This design comes from an exercise in tuning for small area, a short achievable clock period and few clock cycles on the open sky130 flow, not from production work.
In this exercise RTL edits were held to simulation tests only and were not proved equivalent to the original.

==> job 3301 <==
Design dcache_ctrl, start of the top module:
module dcache_ctrl #(
  parameter int LINES = 16
) (
  input  logic         clk_i,
  input  logic         rst_i,
  input  logic         cpu_req_i,
  input  logic         cpu_we_i,
  input  logic [31:0]  cpu_addr_i,
  input  logic [31:0]  cpu_data_i,
  output logic [31:0]  cpu_data_o,
  output logic         cpu_stall_o,
  output logic         mem_req_o,
  output logic         mem_we_o,
  output logic [31:0]  mem_addr_o,
  output logic [127:0] mem_data_o,
  input  logic [127:0] mem_data_i,
  input  logic         mem_ack_i,
  output logic [31:0]  hit_cnt_o,
  output logic [31:0]  miss_cnt_o
);
==> module dcache_ctrl, before the edit <==
module dcache_ctrl #(
  parameter int LINES = 16
) (
  input  logic         clk_i,
  input  logic         rst_i,
  input  logic         cpu_req_i,
  input  logic         cpu_we_i,
  input  logic [31:0]  cpu_addr_i,
  input  logic [31:0]  cpu_data_i,
  output logic [31:0]  cpu_data_o,
  output logic         cpu_stall_o,
  output logic         mem_req_o,
  output logic         mem_we_o,
  output logic [31:0]  mem_addr_o,
  output logic [127:0] mem_data_o,
  input  logic [127:0] mem_data_i,
  input  logic         mem_ack_i,
  output logic [31:0]  hit_cnt_o,
  output logic [31:0]  miss_cnt_o
);
  localparam int IDX_W = $clog2(LINES);
  localparam int TAG_W = 28 - IDX_W;
  logic [LINES-1:0] valid;
  logic [LINES-1:0] dirty;
  logic [TAG_W-1:0] tag_arr  [LINES];
  logic [127:0]     data_arr [LINES];
  logic             rd_ph;
  logic [1:0]       cpu_off;
  logic [IDX_W-1:0] cpu_idx;
  logic [TAG_W-1:0] cpu_tag;
  logic [1:0]       unused_addr;
  logic [127:0]     line;
  logic [TAG_W-1:0] line_tag;
  logic             hit;
  logic             miss;
  logic             wb;
  logic             refill;
  logic             store_hit;
  logic [127:0]     wdata;
  logic [3:0]       word_sel;
  assign cpu_off     = cpu_addr_i[3:2];
  assign cpu_idx     = cpu_addr_i[4+IDX_W-1:4];
  assign cpu_tag     = cpu_addr_i[31:4+IDX_W];
  assign unused_addr = cpu_addr_i[1:0];
  assign line     = data_arr[cpu_idx];
  assign line_tag = tag_arr[cpu_idx];
  logic [LINES-1:0] match;
  always_comb begin
    for (int i = 0; i < LINES; i++) match[i] = valid[i] && (tag_arr[i] == cpu_tag);
  end
  assign hit       = match[cpu_idx];
  assign miss      = cpu_req_i && !hit;
  assign wb        = !rd_ph && valid[cpu_idx] && dirty[cpu_idx];
  assign refill    = miss && !wb && mem_ack_i;
  assign store_hit = cpu_req_i && hit && cpu_we_i;
  always_comb begin
    for (int w = 0; w < 4; w++) word_sel[w] = (cpu_off == w[1:0]);
  end
  always_comb begin
    for (int w = 0; w < 4; w++)
      wdata[32*w +: 32] = (cpu_we_i && word_sel[w]) ? cpu_data_i : mem_data_i[32*w +: 32];
  end
  assign cpu_data_o  = mem_ack_i ? mem_data_i[{cpu_off, 5'b0} +: 32] : line[{cpu_off, 5'b0} +: 32];
  assign cpu_stall_o = miss && !refill && rst_i;
  assign mem_req_o   = miss && rst_i;
  assign mem_we_o    = wb;
  assign mem_addr_o  = {wb ? line_tag : cpu_tag, cpu_idx, 4'b0};
  assign mem_data_o  = line;
  always_ff @(posedge clk_i or negedge rst_i) begin
    if (!rst_i) begin
      rd_ph <= 1'b0;
      valid <= '0;
      dirty <= '0;
    end else begin
      if (miss && wb && mem_ack_i) rd_ph <= 1'b1;
      if (refill) begin
        rd_ph           <= 1'b0;
        valid[cpu_idx]  <= 1'b1;
        dirty[cpu_idx]  <= cpu_we_i;
      end
      if (store_hit) dirty[cpu_idx] <= 1'b1;
    end
  end
  always_ff @(posedge clk_i) begin
    for (int i = 0; i < LINES; i++) begin
      if (cpu_idx == i[IDX_W-1:0]) begin
        if (refill) tag_arr[i] <= cpu_tag;
        for (int w = 0; w < 4; w++) begin
          if (refill || (store_hit && word_sel[w]))
            data_arr[i][32*w +: 32] <= wdata[32*w +: 32];
        end
      end
    end
  end
  logic [31:0] hit_cnt;
  logic [31:0] miss_cnt;
  always_ff @(posedge clk_i or negedge rst_i) begin
    if (!rst_i) begin
      hit_cnt  <= '0;
      miss_cnt <= '0;
    end else begin
      if (cpu_req_i && hit && (hit_cnt != 32'hFFFF_FFFF)) hit_cnt <= hit_cnt + 32'd1;
      if (refill && (miss_cnt != 32'hFFFF_FFFF)) miss_cnt <= miss_cnt + 32'd1;
    end
  end
  assign hit_cnt_o  = hit_cnt;
  assign miss_cnt_o = miss_cnt;
endmodule
==> flow/config.mk <==
export PLATFORM = sky130hd
export DESIGN_NAME = dcache_ctrl
export DESIGN_NICKNAME = dcache_ctrl
export VERILOG_FILES = /design/flow/design.v
export SDC_FILE = /design/flow/constraint.sdc
export NUM_CORES = 4
export LEC_CHECK = 0
export CAP_MARGIN = 20
export CORE_MARGIN = 2
export CORE_UTILIZATION = 45
export SETUP_SLACK_MARGIN = 2
export SLEW_MARGIN = 20
export TNS_END_PERCENT = 0
==> flow/constraint.sdc <==
create_clock -name core_clock -period 6.0 [get_ports {clk_i}]
set_input_delay 1.2000 -clock core_clock [delete_from_list [all_inputs] [get_ports {clk_i}]]
set_output_delay 1.2000 -clock core_clock [all_outputs]
set_load 0.01 [all_outputs]
run.sh (not shown) runs the stock make flow with config.mk's settings and CLKGATE_MAP_FILE= SYNTH_SCRIPT=/design/flow/synth_recipe.tcl, a recipe that flattens the netlist after the stock synthesis.
==> inputs of job 5923, as changes to job 3301 <==
==> flow/design.v (replaced) <==
module dcache_ctrl #(
  parameter int LINES = 16
) (
  input  logic         clk_i,
  input  logic         rst_i,
  input  logic         cpu_req_i,
  input  logic         cpu_we_i,
  input  logic [31:0]  cpu_addr_i,
  input  logic [31:0]  cpu_data_i,
  output logic [31:0]  cpu_data_o,
  output logic         cpu_stall_o,
  output logic         mem_req_o,
  output logic         mem_we_o,
  output logic [31:0]  mem_addr_o,
  output logic [127:0] mem_data_o,
  input  logic [127:0] mem_data_i,
  input  logic         mem_ack_i,
  output logic [31:0]  hit_cnt_o,
  output logic [31:0]  miss_cnt_o
);
  localparam int IDX_W = $clog2(LINES);
  localparam int TAG_W = 28 - IDX_W;
  logic [LINES-1:0] valid;
  logic [LINES-1:0] dirty;
  logic [TAG_W-1:0] tag_arr  [LINES];
  logic [127:0]     data_arr [LINES];
  logic             lb_vld;
  logic [27:0]      lb_addr;
  logic [127:0]     lb_data;
  logic             mreq;
  logic             mwe;
  logic [TAG_W-1:0] vic_tag;
  logic [1:0]       cpu_off;
  logic [IDX_W-1:0] cpu_idx;
  logic [TAG_W-1:0] cpu_tag;
  logic [1:0]       unused_addr;
  logic [LINES-1:0] dec;
  logic [3:0]       word_sel;
  logic [127:0]     line;
  logic [TAG_W-1:0] line_tag;
  logic             line_vd;
  logic             arr_hit;
  logic             lb_hit;
  logic             lookup;
  logic             refill;
  logic             store_hit;
  logic [127:0]     wdata;
  logic [31:0]      rdata;
  assign cpu_off     = cpu_addr_i[3:2];
  assign cpu_idx     = cpu_addr_i[4+IDX_W-1:4];
  assign cpu_tag     = cpu_addr_i[31:4+IDX_W];
  assign unused_addr = cpu_addr_i[1:0];
  always_comb begin
    for (int i = 0; i < LINES; i++) dec[i] = (cpu_idx == i[IDX_W-1:0]);
    for (int w = 0; w < 4; w++) word_sel[w] = (cpu_off == w[1:0]);
  end
  always_comb begin
    line     = '0;
    line_tag = '0;
    line_vd  = 1'b0;
    arr_hit  = 1'b0;
    for (int i = 0; i < LINES; i++) begin
      line     = line | (data_arr[i] & {128{dec[i]}});
      line_tag = line_tag | (tag_arr[i] & {TAG_W{dec[i]}});
      line_vd  = line_vd | (dec[i] & valid[i] & dirty[i]);
      arr_hit  = arr_hit | (dec[i] & valid[i] & (tag_arr[i] == cpu_tag));
    end
  end
  assign lb_hit    = lb_vld && (lb_addr == cpu_addr_i[31:4]);
  assign lookup    = cpu_req_i && !mreq && !lb_hit;
  assign refill    = mreq && !mwe && mem_ack_i;
  assign store_hit = cpu_req_i && !mreq && lb_hit && cpu_we_i;
  always_comb begin
    for (int w = 0; w < 4; w++)
      wdata[32*w +: 32] = (cpu_we_i && word_sel[w]) ? cpu_data_i : mem_data_i[32*w +: 32];
  end
  always_comb begin
    rdata = '0;
    for (int w = 0; w < 4; w++)
      rdata = rdata | (lb_data[32*w +: 32] & {32{word_sel[w] & !mreq}})
                    | (mem_data_i[32*w +: 32] & {32{word_sel[w] & mreq}});
  end
  assign cpu_data_o = rdata;
  assign cpu_stall_o = !((!mreq && lb_hit) || refill) && rst_i;
  assign mem_req_o   = mreq && rst_i;
  assign mem_we_o    = mwe;
  assign mem_addr_o  = {mwe ? vic_tag : lb_addr[27:IDX_W], lb_addr[IDX_W-1:0], 4'b0};
  assign mem_data_o  = lb_data;
  always_ff @(posedge clk_i or negedge rst_i) begin
    if (!rst_i) begin
      lb_vld <= 1'b0;
      mreq   <= 1'b0;
      mwe    <= 1'b0;
      valid  <= '0;
      dirty  <= '0;
    end else begin
      if (lookup) begin
        lb_vld <= arr_hit;
        mreq   <= !arr_hit;
        mwe    <= !arr_hit && line_vd;
      end
      if (mreq && mwe && mem_ack_i) mwe <= 1'b0;
      if (refill) begin
        mreq                        <= 1'b0;
        lb_vld                      <= 1'b1;
        valid[lb_addr[IDX_W-1:0]]   <= 1'b1;
        dirty[lb_addr[IDX_W-1:0]]   <= cpu_we_i;
      end
      if (store_hit) dirty[cpu_idx] <= 1'b1;
    end
  end
  always_ff @(posedge clk_i) begin
    if (lookup) begin
      lb_addr <= cpu_addr_i[31:4];
      vic_tag <= line_tag;
      if (!(lb_vld && lb_addr[IDX_W-1:0] == cpu_idx)) lb_data <= line;
    end
    for (int w = 0; w < 4; w++) begin
      if (refill || (store_hit && word_sel[w])) lb_data[32*w +: 32] <= wdata[32*w +: 32];
    end
    for (int i = 0; i < LINES; i++) begin
      if (refill && lb_addr[IDX_W-1:0] == i[IDX_W-1:0]) tag_arr[i] <= lb_addr[27:IDX_W];
      if (lb_vld && lb_addr[IDX_W-1:0] == i[IDX_W-1:0]) data_arr[i] <= lb_data;
    end
  end
  logic [31:0] hit_cnt;
  logic [31:0] miss_cnt;
  always_ff @(posedge clk_i or negedge rst_i) begin
    if (!rst_i) begin
      hit_cnt  <= '0;
      miss_cnt <= '0;
    end else begin
      if (cpu_req_i && !mreq && lb_hit && (hit_cnt != 32'hFFFF_FFFF)) hit_cnt <= hit_cnt + 32'd1;
      if (refill && (miss_cnt != 32'hFFFF_FFFF)) miss_cnt <= miss_cnt + 32'd1;
    end
  end
  assign hit_cnt_o  = hit_cnt;
  assign miss_cnt_o = miss_cnt;
endmodule
==> flow/flow/run.sh (new file) <==
#!/bin/bash
# Standard layout, with plain buffers on the ports and free cell sizing in timing repair.
set -euo pipefail
bash standard.sh MATCH_CELL_FOOTPRINT=0 "BUFFER_PORTS_ARGS=-buffer_cell sky130_fd_sc_hd__buf_4" finish > make_flow.log 2>&1
==> flow/standard.sh (new file) <==
#!/bin/bash
# synth_recipe.tcl (not shown) runs the flow's synth.tcl, then flattens the netlist and writes it again
# the make line also repeats each setting of config.mk as NAME=value (left out here)
make -C /OpenROAD-flow-scripts/flow DESIGN_CONFIG=/design/flow/config.mk WORK_HOME=/design/flow/orfs CLKGATE_MAP_FILE= SYNTH_SCRIPT=/design/flow/synth_recipe.tcl "${@:-finish}"
Settings changed: SETUP_SLACK_MARGIN 2 to 3.
removed: flow/run.sh
==> summary.txt <==
In job 3301 the hold slack is worse than in job 5923, by 0.066 ns.
Of job 5923 and job 3301, job 3301 has the higher critical path depth (gap 9).
Job 3301 ran to the end with no violations. Job 5923 went through all stages and came out clean.
Via count: job 5923 is smaller than job 3301 (about 3.7%).
Of job 5923 and job 3301, job 3301 has the higher first-iteration DRC count (gap about 15%, measured against job 3301).
Wire length: job 3301 is higher than job 5923 (3.5%).
Against job 3301, the utilization of job 5923 is lower by 5.4 points.
Testbench counts of job 3301, summed over its fixed seeds: cycles 10,972.
Testbench counts of job 5923, summed over its fixed seeds: cycles 12,775.

## separate check: timing with driven ports
The flow's constraints put no driver on any port. The routed layouts listed below were extracted and timed again, unchanged, in two steps. Step 1, drivers: a clkbuf_16 drives clk_i and a buf_2 each remaining input, both assumed. Step 2 adds t to the input delays and takes it off the output delays; t is the mean of the earliest and latest rising clock arrival at the registers after step 1. Input paths then give back, and output paths get back, about the clock's delay inside the block. a / b / c = ideal / step 1 / step 2; a / b = the first two.
run	t (ns)	slack for setup (ns)	latest minus earliest clock arrival (ns)	pins driven straight from the clock port
job 3301	1.024	0.355 / 0.316 / 0.183	0.090 / 0.089	1
job 5923	1.026	1.599 / 1.500 / 1.289	0.078 / 0.078	1
After both steps every run listed still meets setup and hold. For job 5923, which loses most, drivers alone change the setup slack by -0.099 ns; drivers and shift together by -0.310 ns.
